Source: an optimization exercise on an open RTL-to-GDS flow (aim: small area and a short achievable clock period). Production flows keep margins and buffers that such runs may drop.
In this exercise RTL edits were held to simulation tests only and were not proved equivalent to the original.
Power is estimated from default activity; no workload was simulated.

## flow/design.v (module list and top-level ports; edited modules follow where they fit)
// module axiLiteGainRegs: 79 lines
// module bandMixer: 14660 lines
// module mixBoothDigit: 14 lines
// module mixFullAdder: 10 lines
// module mixHalfAdder: 9 lines
// module dacSampleFormatter: 17 lines
// module equalizerTop: 65 lines
module equalizerTop (
    input  logic S_AXI_ACLK,
    input  logic S_AXI_ARESETN,
    input  logic [5:0] S_AXI_AWADDR,
    input  logic S_AXI_AWVALID,
    output logic S_AXI_AWREADY,
    input  logic [31:0] S_AXI_WDATA,
    input  logic S_AXI_WVALID,
    output logic S_AXI_WREADY,
    output logic [1:0] S_AXI_BRESP,
    output logic S_AXI_BVALID,
    input  logic S_AXI_BREADY,
    input  logic [5:0] S_AXI_ARADDR,
    input  logic S_AXI_ARVALID,
    output logic S_AXI_ARREADY,
    output logic [31:0] S_AXI_RDATA,
    output logic [1:0] S_AXI_RRESP,
    output logic S_AXI_RVALID,
    input  logic S_AXI_RREADY,
    input  logic [207:0] bandIn,       
    input  logic bandValid,
    output logic [15:0] dacWord,
    output logic dacChannel,
    output logic dacValid
);
  // ...
==> flow/flow/run.sh <==
#!/bin/bash
set -euo pipefail
SETUP_MARGIN=6.3
bash standard.sh "SETUP_SLACK_MARGIN=${SETUP_MARGIN}" \
    "BUFFER_PORTS_ARGS=-buffer_cell sky130_fd_sc_hd__buf_2" \
    finish > standard.log 2>&1
==> flow/standard.sh <==
#!/bin/bash
# synth_recipe.tcl (not shown) runs the flow's synth.tcl, then flattens the netlist and writes it again
# the make line also repeats each setting of config.mk as NAME=value (left out here)
make -C /OpenROAD-flow-scripts/flow DESIGN_CONFIG=/design/flow/config.mk WORK_HOME=/design/flow/orfs CLKGATE_MAP_FILE= SYNTH_SCRIPT=/design/flow/synth_recipe.tcl "${@:-finish}"
==> flow/config.mk <==
export PLATFORM = sky130hd
export DESIGN_NAME = equalizerTop
export DESIGN_NICKNAME = equalizerTop
export VERILOG_FILES = /design/flow/design.v
export SDC_FILE = /design/flow/constraint.sdc
export NUM_CORES = 4
export LEC_CHECK = 0
export CAP_MARGIN = 20
export CORE_MARGIN = 2
export CORE_UTILIZATION = 60
export SLEW_MARGIN = 20
export SYNTH_HIERARCHICAL = 1
export SYNTH_MINIMUM_KEEP_SIZE = 0
==> flow/constraint.sdc <==
create_clock -name core_clock -period 10.0 [get_ports {S_AXI_ACLK}]
set_input_delay 2.0000 -clock core_clock [delete_from_list [all_inputs] [get_ports {S_AXI_ACLK}]]
set_output_delay 2.0000 -clock core_clock [all_outputs]
set_load 0.01 [all_outputs]
==> flow_summary_export.csv, run 1 <==
group,metric,value,unit
global_routing,grt_pass1_wl,532000,µm
sta,worst_pin_slew,1.15,ns
worst_setup_path,crit_cells,10,
sta,worst_hold_slack,0.425,ns
cells_and_area,n_fill_cell,12200,
sta,min_period_over_period,0.409,
hold_path,min_to,"mixer.mixValid",
worst_setup_path,cp.arrival,4.77,ns
power_and_ir_drop,clockPowerShare,0.257,
cells_and_area,final_area,112000,µm²
sta,finClkSkew,0.0381,ns
sta,setup_violations,0,
sta,fmax,245,MHz
yosys,synthMuxAreaShare,0.0137,
cells_and_area,top_regs,"mixer.r1: 711 flops, gainRegs.gains: 208 flops, mixer.r2: 35 flops",
cells_and_area,num-nonclk-inverters,446,
yosys,yosys_warnings,9,
cells_and_area,multiInputGateArea,78200,µm²
routing,drc_errors,0,
hold_path,min_from,"mixer.v1",
yosys,synthDistinctLibCells,81,
routing,met3_wirelength,47000,µm
cells_and_area,largestClassByArea,"multi-input gates",
power_and_ir_drop,power-per-cell-area,156,nW/µm²
sta,hold_violations,0,
worst_setup_path,critPathBufInv,2,
global_routing,track_usage,0.447,
global_routing,use_met1,0.583,
yosys,synth_top_family_by_area,"adder cells",
sta,fin_ws,5.91,ns
clocking,cts_tree,"built",
cells_and_area,n_antenna_cell,13,
power_and_ir_drop,clock_power,4.52,mW
power_and_ir_drop,p_leak,41.0,nW
clocking,cts-resized-gates,412,
worst_setup_path,crit_path_start,"mixer.r1[129]",
clocking,cts_hold_repair.buffers,0,
clocking,clock_latency,0.80,ns
cells_and_area,buf_share,0.0473,
cells_and_area,largest_register,"mixer.r1",
cells_and_area,buffers,592,
outcome,outcome,"no timing/DRC/antenna violations",
routing,met1_length,141000,µm
yosys,synthSimpleGateAreaFrac,0.0760,
==> inputs of run 2 (changes only) <==
==> flow/flow/run.sh (replaced) <==
#!/bin/bash
set -euo pipefail
SETUP_MARGIN=6.1
bash standard.sh "SETUP_SLACK_MARGIN=${SETUP_MARGIN}" \
    "BUFFER_PORTS_ARGS=-buffer_cell sky130_fd_sc_hd__buf_2" \
    finish > standard.log 2>&1
--- a/flow/config.mk
+++ b/flow/config.mk
@@ -8,6 +8,7 @@
 export CAP_MARGIN = 20
 export CORE_MARGIN = 2
 export CORE_UTILIZATION = 60
+export CTS_BUF_LIST = sky130_fd_sc_hd__clkbuf_8
 export SLEW_MARGIN = 20
 export SYNTH_HIERARCHICAL = 1
 export SYNTH_MINIMUM_KEEP_SIZE = 0
==> flow_summary_export.csv, run 2 <==
group,metric,value,unit
cells_and_area,top_regs,"mixer.r1: 711 flops, gainRegs.gains: 208 flops, mixer.r2: 35 flops",
yosys,netlist_top_cells_area,"fa_1 31%, dfxtp_1 20%, xor2_1 14%",
sta,fmax,243,MHz
worst_setup_path,worstPathCellList,"fa_1 -> fa_2 -> fa_2 -> fa_1 -> fa_1 -> fa_1 -> fa_1 -> inv_1 -> ha_1 -> inv_1",
worst_setup_path,critPathBufInv,2,
sta,min_period_over_period,0.411,
yosys,synth.ff_latch_count,993,
floorplanning,die-area,167000,µm²
worst_setup_path,slowest_stage,"fa_1",
yosys,dominantRegCellSynth,"dfxtp_1",
yosys,avgSynthCellArea,10.5,µm²
yosys,synth_commonest_cells,"1,566 x xor2_1, 1,557 x a22oi_1, 1,526 x fa_1",
cells_and_area,stdcell_count,11300,
cells_and_area,drive_above_1_share,0.164,
worst_setup_path,crit_type,"flip-flop to flip-flop",
floorplanning,core-area,163000,µm²
cells_and_area,regArea,20200,µm²
floorplanning,io_pins,319,
yosys,yosys.area.top_type,"fa_1",
floorplanning,die_h,409,µm
worst_setup_path,cp.arrival,4.98,ns
sta,slew_violations,0,
power_and_ir_drop,p_leak,39.4,nW
yosys,synth_area,98400,µm²
worst_setup_path,cp_top_family,"adder cells",
worst_setup_path,reg2reg_slack,5.89,ns
sta,worst_slew_margin_rel,0.212,
global_routing,antenna_found_initial,34,
routing,drc_errors,0,
cells_and_area,area_delta_synth_final,7.19,%
floorplanning,rows,148,
floorplanning,die_width,409,µm
yosys,async_reset_ff_frac,0,
worst_setup_path,startpoint_type,"flip-flop",
routing,final_antenna_net_count,0,
placement,place_inst,10900,
routing,wl_per_cell,33.0,µm
global_routing,track_usage,0.446,
cells_and_area,nets,11000,
clocking,cts_buffer_depth,3,
clocking,cts_buffers,176,
routing,dr.pass1.iters,7,
cells_and_area,n_fill_cell,13000,
power_and_ir_drop,power,17.9,mW
outcome,outcome,"no timing/DRC/antenna violations",
yosys,seq_area_frac_synth,0.204,
clocking,path_clk_slew,0.07,ns
clocking,cts.htree.levels,4,
sta,hold_violations,0,
yosys,synthDistinctLibCells,81,
yosys,synth_most_common_cell,"xor2_1",
routing,vias_per_cell,6.56,
routing,drt_iter0_markers,9431,
placement,dp_hpwl,313000,µm
worst_setup_path,worst_r2r_endpoint,"mixer.r2[11]",
yosys,yosys_warnings,9,
sta,finClkSkew,0.0630,ns
placement,portBuffers,298,
worst_setup_path,crit_path_start,"mixer.r1[129]",
sta,worst_pin_slew,1.18,ns
routing,vias,74200,
hold_path,min_from,"mixer.v1",
global_routing,grt_pass1_vias,73400,
clocking,clock-sinks,993,
global_routing,grt-ovfl-total,0,
hold_path,min_to,"mixer.mixValid",
power_and_ir_drop,power-per-cell-area,170,nW/µm²
power_and_ir_drop,vdd_drop_max,0.524,mV
global_routing,grt_pass1_wl,530000,µm
sta,finalCriticalPeriod,4.11,ns
hold_path,worstHoldPathCells,1,
cells_and_area,final_cell_mix,"1,516 x xor2_1, 1,504 x a22oi_1, 1,217 x fa_1, 899 x dfxtp_1, 491 x inv_1",
hold_path,worstHoldPathType,"flip-flop to flip-flop",
clocking,clockRootBuffer,"clkbuf_8",
clocking,cts_hold_repair.buffers,0,
cells_and_area,final_common_cell,"xor2_1",
cells_and_area,largest_register,"mixer.r1",
yosys,synth_edf_count,16,
worst_setup_path,path_common_cell,"fa_1",
worst_setup_path,required,10.87,ns
sta,rsz0062_at_grt,"yes",
worst_setup_path,r2r_start,"mixer.r1[129]",
worst_setup_path,reg2regPathDepth,10,
worst_setup_path,critPathMaxStageDelay,0.55,ns
global_routing,grt_max_degree,90,
sta,setup_violations,0,
placement,gp_congestion,1.09,
floorplanning,initial_utilization,0.605,
worst_setup_path,end_kind,"flip-flop",
cells_and_area,multiInputGateArea,74900,µm²
worst_setup_path,cp_max_fo,1,
cells_and_area,utilization,0.648,
clocking,cts_tree,"built",
cells_and_area,largest_reg_flops,711,
routing,drt-total-wl,373000,µm
flow_run,drv_cap,0,
clocking,clock_latency,0.99,ns
sta,setup_tns,0,ns
yosys,postSynthCellCount,9352,
yosys,netlist.area_leader.share,0.310,
-- run 2: cells by family (layout without fill, tap and decap cells) --
logic type / count (synthesis) / in the layout / synth area share
AO/OA/AOI/OAI: 2006 / 2006 / 0.156
flip-flops: 993 / 993 / 0.204
buffers and inverters: 1408 / 1134 / 0.0579
other: 2 / 57 / 0.0000763
multiplexers: 114 / 114 / 0.0137
XOR/XNOR: 1677 / 1677 / 0.149
AND/OR/NAND/NOR: 1362 / 1362 / 0.0760
adder cells (fa/ha/maj): 1790 / 1790 / 0.344
-- run 2: cell type report --
class                           count  area share
Clock inverter                    101     0.00751
Tap cell                         2175      0.0258
Timing Repair Buffer              372      0.0209
Clock buffer                      215      0.0281
Multi-Input combinational cell   6992       0.710
Sequential cell                   993       0.191
Inverter                          446      0.0159
Antenna cell                       14    0.000332
-- run 2: how the worst max path moves through the flow --
stage,endpoint,cells after the start
after floorplan,mixer.r1[308],6
after global placement,mixer.r1[146],7
after detailed placement,mixer.r1[146],7
after CTS,mixer.r2[10],8
after global routing,mixer.r2[11],10
final,mixer.r2[11],10
-- run 2: power breakdown --
part           switching [mW]  internal (mW)  leakage, nW
Sequential              0.355           4.56         8.20
Combinational            5.13           3.74         29.1
Clock                    1.94           2.17         2.11
-- run 2: worst reg2reg max path: stages (launching register included) --
cell and delay, ns:
dfxtp_4 0.39, fa_1 0.55, fa_2 0.41, fa_2 0.36
fa_1 0.51, fa_1 0.43, fa_1 0.47, fa_1 0.55
inv_1 0.06, ha_1 0.27, inv_1 0.03
-- run 2: metal layers --
layer  track usage  share of wire  vias up  wire length, µm
met5       0.00776         0.0010        -              381
met4         0.253          0.070       32            26300
met3         0.145           0.12      940            46600
met2         0.651           0.42     4427           158000
met1         0.582           0.38    37900           142000
li1              -              -    30800                -
-- run 2: repair_timing --
item,in CTS,in global routing
pin swaps,26,26
gates cloned,0,0
setup endpoints to repair,58,56
setup buffers,6,48
gates resized for setup,162,71
-- run 2: Yosys stat by module (local to each module, per instance), a selection --
| module | flops+latches | area (µm²) |
|---|---|---|
| bandMixer | 765 | 51800 |
| axiLiteGainRegs | 226 | 10200 |
| dacSampleFormatter | 2 | 71.3 |
| mixBoothDigit | 0 | 52.6 |
| mixFullAdder | 0 | 20.0 |
| mixHalfAdder | 0 | 12.5 |
-- run 2: per-stage QoR --
step | area, µm² | setup WS [ns] | hold slack (ns)
after floorplan | 103000 | 5.91 | 0.412
after global placement | 101000 | 4.76 | 0.420
after detailed placement | 101000 | 4.74 | 0.428
after CTS | 105000 | 5.90 | 0.434
after global routing | 105000 | 5.85 | 0.459
final | 105000 | 5.89 | 0.429
==> inputs of run 3 (changes only) <==
==> flow/flow/run.sh (replaced) <==
#!/bin/bash
set -euo pipefail
SETUP_MARGIN=5.9
bash standard.sh "SETUP_SLACK_MARGIN=${SETUP_MARGIN}" \
    "BUFFER_PORTS_ARGS=-buffer_cell sky130_fd_sc_hd__buf_2" \
    finish > standard.log 2>&1
==> flow_summary_export.csv, run 3 <==
group,metric,value,unit
outcome,outcome,"no timing/DRC/antenna violations",
clocking,cts.htree.levels,4,
routing,drt_iter0_markers,9539,
power_and_ir_drop,power-per-cell-area,172,nW/µm²
floorplanning,io_pins,319,
sta,setup_tns,0,ns
yosys,synth_commonest_cells,"1,566 x xor2_1, 1,557 x a22oi_1, 1,526 x fa_1",
routing,met3_wirelength,41800,µm
global_routing,grt_pass1_vias,73300,
cells_and_area,largest_register,"mixer.r1",
sta,worst_pin_slew,1.18,ns
hold_path,worstHoldPathCells,1,
yosys,synthDistinctLibCells,81,
cells_and_area,nets,11000,
clocking,cts_buffers,176,
routing,drt-total-wl,375000,µm
clocking,cts_buffer_depth,3,
floorplanning,core-area,163000,µm²
sta,min_period_over_period,0.428,
routing,dr.pass1.iters,8,
cells_and_area,utilization,0.637,
floorplanning,initial_utilization,0.605,
cells_and_area,final_cell_mix,"1,565 x xor2_1, 1,552 x a22oi_1, 1,465 x fa_1, 932 x dfxtp_1, 478 x inv_1",
routing,met1_length,144000,µm
cells_and_area,top_regs,"mixer.r1: 711 flops, gainRegs.gains: 208 flops, mixer.r2: 35 flops",
flow_run,drv_cap,0,
clocking,clock-sinks,993,
yosys,async_reset_ff_frac,0,
placement,portBuffers,298,
floorplanning,die_h,409,µm
yosys,postSynthCellCount,9352,
sta,rsz0062_at_grt,"yes",
clocking,cts_tree,"built",
routing,final_antenna_net_count,0,
yosys,dominantRegCellSynth,"dfxtp_1",
sta,worst_slew_margin_rel,0.205,
routing,drc_errors,0,
cells_and_area,final_common_cell,"xor2_1",
power_and_ir_drop,p_leak,39.0,nW
sta,finalCriticalPeriod,4.28,ns
sta,fmax,234,MHz
cells_and_area,stdcell_count,11300,
floorplanning,die-area,167000,µm²
placement,dp_hpwl,313000,µm
global_routing,grt_pass1_wl,532000,µm
yosys,synth_area,98400,µm²
floorplanning,die_width,409,µm
worst_setup_path,cp.arrival,5.23,ns
global_routing,grt_max_degree,119,
yosys,seq_area_frac_synth,0.204,
placement,place_inst,10900,
sta,hold_violations,0,
power_and_ir_drop,vdd_drop_max,0.572,mV
worst_setup_path,startpoint_type,"input pin",
routing,highest_layer,"met5",
yosys,synth_edf_count,16,
sta,setup_violations,0,
cells_and_area,largest_reg_flops,711,
clocking,clock_latency,1.05,ns
global_routing,track_usage,0.448,
worst_setup_path,cp_max_fo,8,
routing,wl_per_cell,33.3,µm
cells_and_area,drive_above_1_share,0.115,
clocking,path_clk_slew,0.07,ns
routing,dr_wl_met2,160000,µm
yosys,netlist.area_leader.share,0.310,
yosys,synth.ff_latch_count,993,
worst_setup_path,reg2regPathDepth,8,
worst_setup_path,required,10.95,ns
cells_and_area,area_delta_synth_final,5.34,%
cells_and_area,n_fill_cell,13200,
global_routing,grt-ovfl-total,0,
yosys,yosys_warnings,9,
hold_path,worstHoldPathType,"flip-flop to flip-flop",
routing,vias_per_cell,6.58,
yosys,avgSynthCellArea,10.5,µm²
sta,slew_violations,0,
clocking,clockRootBuffer,"clkbuf_8",
clocking,cts_hold_repair.buffers,0,
sta,worst_hold_slack,0.449,ns
routing,vias,74100,
yosys,netlist_top_cells_area,"fa_1 31%, dfxtp_1 20%, xor2_1 14%",
worst_setup_path,crit_type,"input pin to flip-flop",
placement,gp_congestion,1.07,
yosys,yosys.area.top_type,"fa_1",
yosys,synth_most_common_cell,"xor2_1",
worst_setup_path,end_kind,"flip-flop",
floorplanning,rows,148,
sta,finClkSkew,0.0781,ns
global_routing,antenna_found_initial,26,
[run 3: cell count changes in the layout (fill, tap and decap cells not counted), sizes merged]
cell    previous run  this run
clkbuf           216       220
bufinv             8        15
clkinv            31        30
buf              371       320
diode             14        13
inv              501       494
[run 3: path summary, 6_finish.rpt]
kind | start | to | slack, ns
worst max register to register | mixer.r1[49] | mixer.r2[10] | 5.83
worst min-delay path | mixer.v1 | mixer.mixValid | 0.45
worst min register to register | mixer.v1 | mixer.mixValid | 0.45
worst max-delay path | bandIn[15] | mixer.r1[79] | 5.72
[run 3: per-layer routing]
layer | track usage | vias up
li1 | - | 30800
met1 | 0.593 | 37900
met2 | 0.658 | 4477
met3 | 0.115 | 909
met4 | 0.278 | 12
met5 | 0 | -
[run 3: repair_timing]
item	CTS	global route
pin swaps	14	10
endpoints found under the setup margin	18	26
gates resized for setup	90	46
buffers inserted	2	0
[run 3: worst max-delay path, cell delays in order]
cell     delay, ns
buf_2         0.45
xnor2_1       0.21
nor2b_1       0.07
a21oi_1       0.78
fa_1          0.58
fa_1          0.55
fa_1          0.58
[run 3: through the flow]
step,area [µm²],worst slack (ns),power (mW)
4_1_cts,104000,5.78,17.7
6_report,104000,5.72,17.9
3_5_place_dp,99200,4.76,13.2
5_1_grt,104000,5.81,18.7
2_1_floorplan,99700,5.90,9.70
3_3_place_gp,99200,4.80,13.1
[run 3: cell type report]
cell class	count	area, µm²	share of cell area
inverters	446	1680	0.0162
diodes	13	32.5	0.000314
multi-input cells	6992	73400	0.708
clock buffers	220	3030	0.0292
flip-flops and latches	993	20100	0.194
repair buffers	320	1670	0.0162
well taps	2175	2720	0.0263
clock inverters	100	1030	0.00991
[run 3: cell families after synthesis]
group | after synthesis | synth area share
AO/OA/AOI/OAI | 2006 | 0.156
adder cells (fa/ha/maj) | 1790 | 0.344
XOR/XNOR | 1677 | 0.149
buffers and inverters | 1408 | 0.0579
AND/OR/NAND/NOR | 1362 | 0.0760
flip-flops | 993 | 0.204
multiplexers | 114 | 0.0137
other | 2 | 0.0000763
[run 3: Yosys stat by module (local to each module, per instance), a selection]
module              cells  times used
dacSampleFormatter      6           1
mixHalfAdder            1          23
axiLiteGainRegs      1152           1
mixFullAdder            1        1525
bandMixer            6022           1
mixBoothDigit           6         104
[run 3: power breakdown]
| group | total [mW] | internal [mW] | switching (mW) |
|---|---|---|---|
| clock network | 4.42 | 2.42 | 2.01 |
| logic | 8.56 | 3.56 | 5.00 |
| registers | 4.89 | 4.55 | 0.341 |
| total | 17.9 | 10.5 | 7.35 |
==> inputs of run 4 (changes only) <==
==> flow/flow/run.sh (replaced) <==
#!/bin/bash
set -euo pipefail
SETUP_MARGIN=6.1
bash standard.sh "SETUP_SLACK_MARGIN=${SETUP_MARGIN}" \
    "BUFFER_PORTS_ARGS=-buffer_cell sky130_fd_sc_hd__buf_2" \
    finish > standard.log 2>&1
--- a/flow/config.mk
+++ b/flow/config.mk
@@ -7,7 +7,7 @@
 export LEC_CHECK = 0
 export CAP_MARGIN = 20
 export CORE_MARGIN = 2
-export CORE_UTILIZATION = 60
+export CORE_UTILIZATION = 70
 export CTS_BUF_LIST = sky130_fd_sc_hd__clkbuf_8
 export SLEW_MARGIN = 20
 export SYNTH_HIERARCHICAL = 1
==> flow_summary_export.csv, run 4 <==
group,metric,value,unit
global_routing,top_usage_layer,"met2",
yosys,synth_edf_count,16,
yosys,synth_most_common_cell,"xor2_1",
routing,vias,77100,
routing,final_antenna_net_count,0,
yosys,synth_area,98400,µm²
worst_setup_path,path_common_cell,"fa_1",
routing,dr.pass1.iters,8,
placement,gp_congestion,1.10,
routing,drt-total-wl,375000,µm
cells_and_area,largest_register,"mixer.r1",
cells_and_area,nets,11000,
cells_and_area,area_delta_synth_final,6.64,%
sta,hold_violations,0,
worst_setup_path,cp_max_fo,1,
sta,worst_slew_margin_rel,0.211,
worst_setup_path,end_kind,"flip-flop",
cells_and_area,drive_above_1_share,0.161,
cells_and_area,multiInputGateArea,74800,µm²
yosys,netlist.area_leader.share,0.310,
yosys,seq_area_frac_synth,0.204,
global_routing,grt_max_degree,135,
yosys,synth_commonest_cells,"1,566 x xor2_1, 1,557 x a22oi_1, 1,526 x fa_1",
clocking,path_clk_slew,0.06,ns
floorplanning,rows,137,
power_and_ir_drop,power-per-cell-area,173,nW/µm²
floorplanning,io_pins,319,
cells_and_area,final_common_cell,"xor2_1",
cells_and_area,final_cell_mix,"1,517 x xor2_1, 1,500 x a22oi_1, 1,225 x fa_1, 912 x dfxtp_1, 475 x inv_1",
routing,drt_iter0_markers,12100,
yosys,avgSynthCellArea,10.5,µm²
global_routing,grt-ovfl-total,0,
placement,dp_hpwl,306000,µm
outcome,outcome,"no timing/DRC/antenna violations",
sta,finalCriticalPeriod,4.17,ns
clocking,cts.htree.levels,4,
global_routing,antenna_found_initial,38,
global_routing,track_usage,0.521,
routing,vias_per_cell,7.02,
yosys,yosys_warnings,9,
worst_setup_path,worstPathCellList,"fa_1 -> fa_2 -> fa_2 -> fa_1 -> fa_1 -> fa_1 -> fa_1 -> inv_1 -> ha_1 -> inv_1",
power_and_ir_drop,p_leak,39.3,nW
yosys,dominantRegCellSynth,"dfxtp_1",
sta,rsz0062_at_grt,"yes",
clocking,cts_tree,"built",
clocking,clock_latency,0.96,ns
floorplanning,core-area,140000,µm²
placement,post_dp_cell_area,100000,µm²
sta,slew_violations,0,
worst_setup_path,cp.arrival,4.99,ns
sta,setup_violations,0,
cells_and_area,final_area,105000,µm²
routing,wl_per_cell,34.2,µm
global_routing,use_met3,0.209,
global_routing,grt_use_met2,0.748,
cells_and_area,utilization,0.752,
cells_and_area,largest_reg_flops,711,
cells_and_area,regArea,20200,µm²
sta,min_period_over_period,0.417,
sta,setup_tns,0,ns
yosys,synthDistinctLibCells,81,
sta,worst_pin_slew,1.18,ns
placement,portBuffers,298,
clocking,clockRootBuffer,"clkbuf_8",
global_routing,grt_pass1_vias,76100,
clocking,cts_buffers,169,
yosys,netlist_top_cells_area,"fa_1 31%, dfxtp_1 20%, xor2_1 14%",
power_and_ir_drop,vdd_drop_max,0.503,mV
routing,drc_errors,0,
cells_and_area,n_fill_cell,9318,
yosys,postSynthCellCount,9352,
floorplanning,initial_utilization,0.705,
flow_run,drv_cap,0,
floorplanning,die_width,379,µm
sta,finClkSkew,0.0466,ns
yosys,synth.ff_latch_count,993,
worst_setup_path,required,10.82,ns
floorplanning,die_h,379,µm
clocking,clock-sinks,993,
floorplanning,die-area,144000,µm²
global_routing,use_met1,0.648,
yosys,yosys.area.top_type,"fa_1",
cells_and_area,top_regs,"mixer.r1: 711 flops, gainRegs.gains: 208 flops, mixer.r2: 35 flops",
sta,fmax,240,MHz
hold_path,worstHoldPathType,"flip-flop to flip-flop",
clocking,cts_buffer_depth,3,
worst_setup_path,crit_type,"flip-flop to flip-flop",
worst_setup_path,slowest_stage,"fa_1",
clocking,cts_hold_repair.buffers,0,
worst_setup_path,critPathMaxStageDelay,0.57,ns
global_routing,grt_pass1_wl,529000,µm
worst_setup_path,startpoint_type,"flip-flop",
yosys,async_reset_ff_frac,0,
run 4: cell type report:
class / count / area share
Antenna cell: 22 / 0.000525
Clock buffer: 214 / 0.0281
Clock inverter: 87 / 0.00814
Inverter: 446 / 0.0160
Multi-Input combinational cell: 6992 / 0.713
Sequential cell: 993 / 0.192
Tap cell: 1876 / 0.0224
Timing Repair Buffer: 363 / 0.0198
run 4: logic make-up (layout without fill, tap and decap cells):
| group | after synthesis | count (layout) | share of synthesized area |
|---|---|---|---|
| fa+ha+maj | 1790 | 1790 | 0.344 |
| xor+xnor | 1677 | 1677 | 0.149 |
| mux | 114 | 114 | 0.0137 |
| buf+inv | 1408 | 1110 | 0.0579 |
| other cells | 2 | 65 | 0.0000763 |
| simple gates | 1362 | 1362 | 0.0760 |
| flops | 993 | 993 | 0.204 |
| compound gates | 2006 | 2006 | 0.156 |
run 4: final timing paths:
kind,endpoint,depth (start not counted),startpoint,slack (ns)
max reg2reg,mixer.r2[11],10,mixer.r1[128],5.83
min reg2reg,mixer.mixValid,1,mixer.v1,0.43
min,mixer.mixValid,1,mixer.v1,0.43
max,mixer.r2[11],10,mixer.r1[128],5.83
run 4: timing repair:
action / in CTS / in global routing
pin swaps: 24 / 19
resized for setup: 123 / 82
setup buffers: 4 / 43
setup endpoints to repair: 50 / 54
run 4: through the flow:
stage / cells / total power [mW] / worst slack, ns / hold WS (ns)
after detailed placement: 10600 / 13.2 / 4.96 / 0.425
after CTS: 10900 / 17.5 / 5.86 / 0.430
after global routing: 11000 / 18.8 / 5.80 / 0.445
after floorplan: 9393 / 9.81 / 5.91 / 0.412
after global placement: 10600 / 13.0 / 4.73 / 0.424
final: 11000 / 18.1 / 5.83 / 0.428
run 4: where the power goes:
group / switching [mW] / internal (mW) / leakage (nW) / total, mW
clock network: 1.92 / 2.31 / 2.07 / 4.23
logic: 5.25 / 3.73 / 29.1 / 8.99
registers: 0.335 / 4.56 / 8.19 / 4.89
total: 7.51 / 10.6 / 39.3 / 18.1
run 4: worst max-delay path, delay by kind of cell, from the launching register on:
family | cells | cell delay (ns)
buffers and inverters | 2 | 0.09
adder cells (fa/ha/maj) | 8 | 3.62
flip-flops | 1 | 0.35
run 4: per-module statistics from Yosys (local to each module, per instance), excerpt:
module | area [µm²] | times used
bandMixer | 51800 | 1
mixFullAdder | 20.0 | 1525
mixBoothDigit | 52.6 | 104
mixHalfAdder | 12.5 | 23
dacSampleFormatter | 71.3 | 1
axiLiteGainRegs | 10200 | 1
run 4: layer usage:
layer  up-vias  wire, µm
met4        26     33300
met2      6292    155000
met5         -       241
met1     38500    131000
met3      1522     55900
li1      30800         -

-- what the ideal ports hide --
The flow's constraints put no driver on any port. The routed layouts listed below were extracted and timed again, unchanged, in two steps.
Step 1, drivers: a clkbuf_16 drives S_AXI_ACLK and a buf_2 each remaining input, both assumed.
Step 2 moves the port delays by t, midway between the first and last clock arrival at a register: inputs arrive t later, outputs are due t later. That takes back most of the time a late clock gives input paths.
a / b / c = ideal / step 1 / step 2; a / b = the first two.
run | t, ns | slack for setup (ns) | worst setup path after step 2
run 1 | 0.877 | 5.913 / 5.913 / 5.307 | input to register
run 2 | 1.054 | 5.887 / 5.887 / 4.998 | input to register
run 3 | 1.098 | 5.722 / 5.795 / 4.697 | input to register
run 4 | 1.030 | 5.831 / 5.831 / 4.955 | input to register
After both steps setup and hold are still met in every run listed. The setup slack of run 3, which loses most, moves by +0.073 ns with the drivers and by -1.025 ns with both steps.
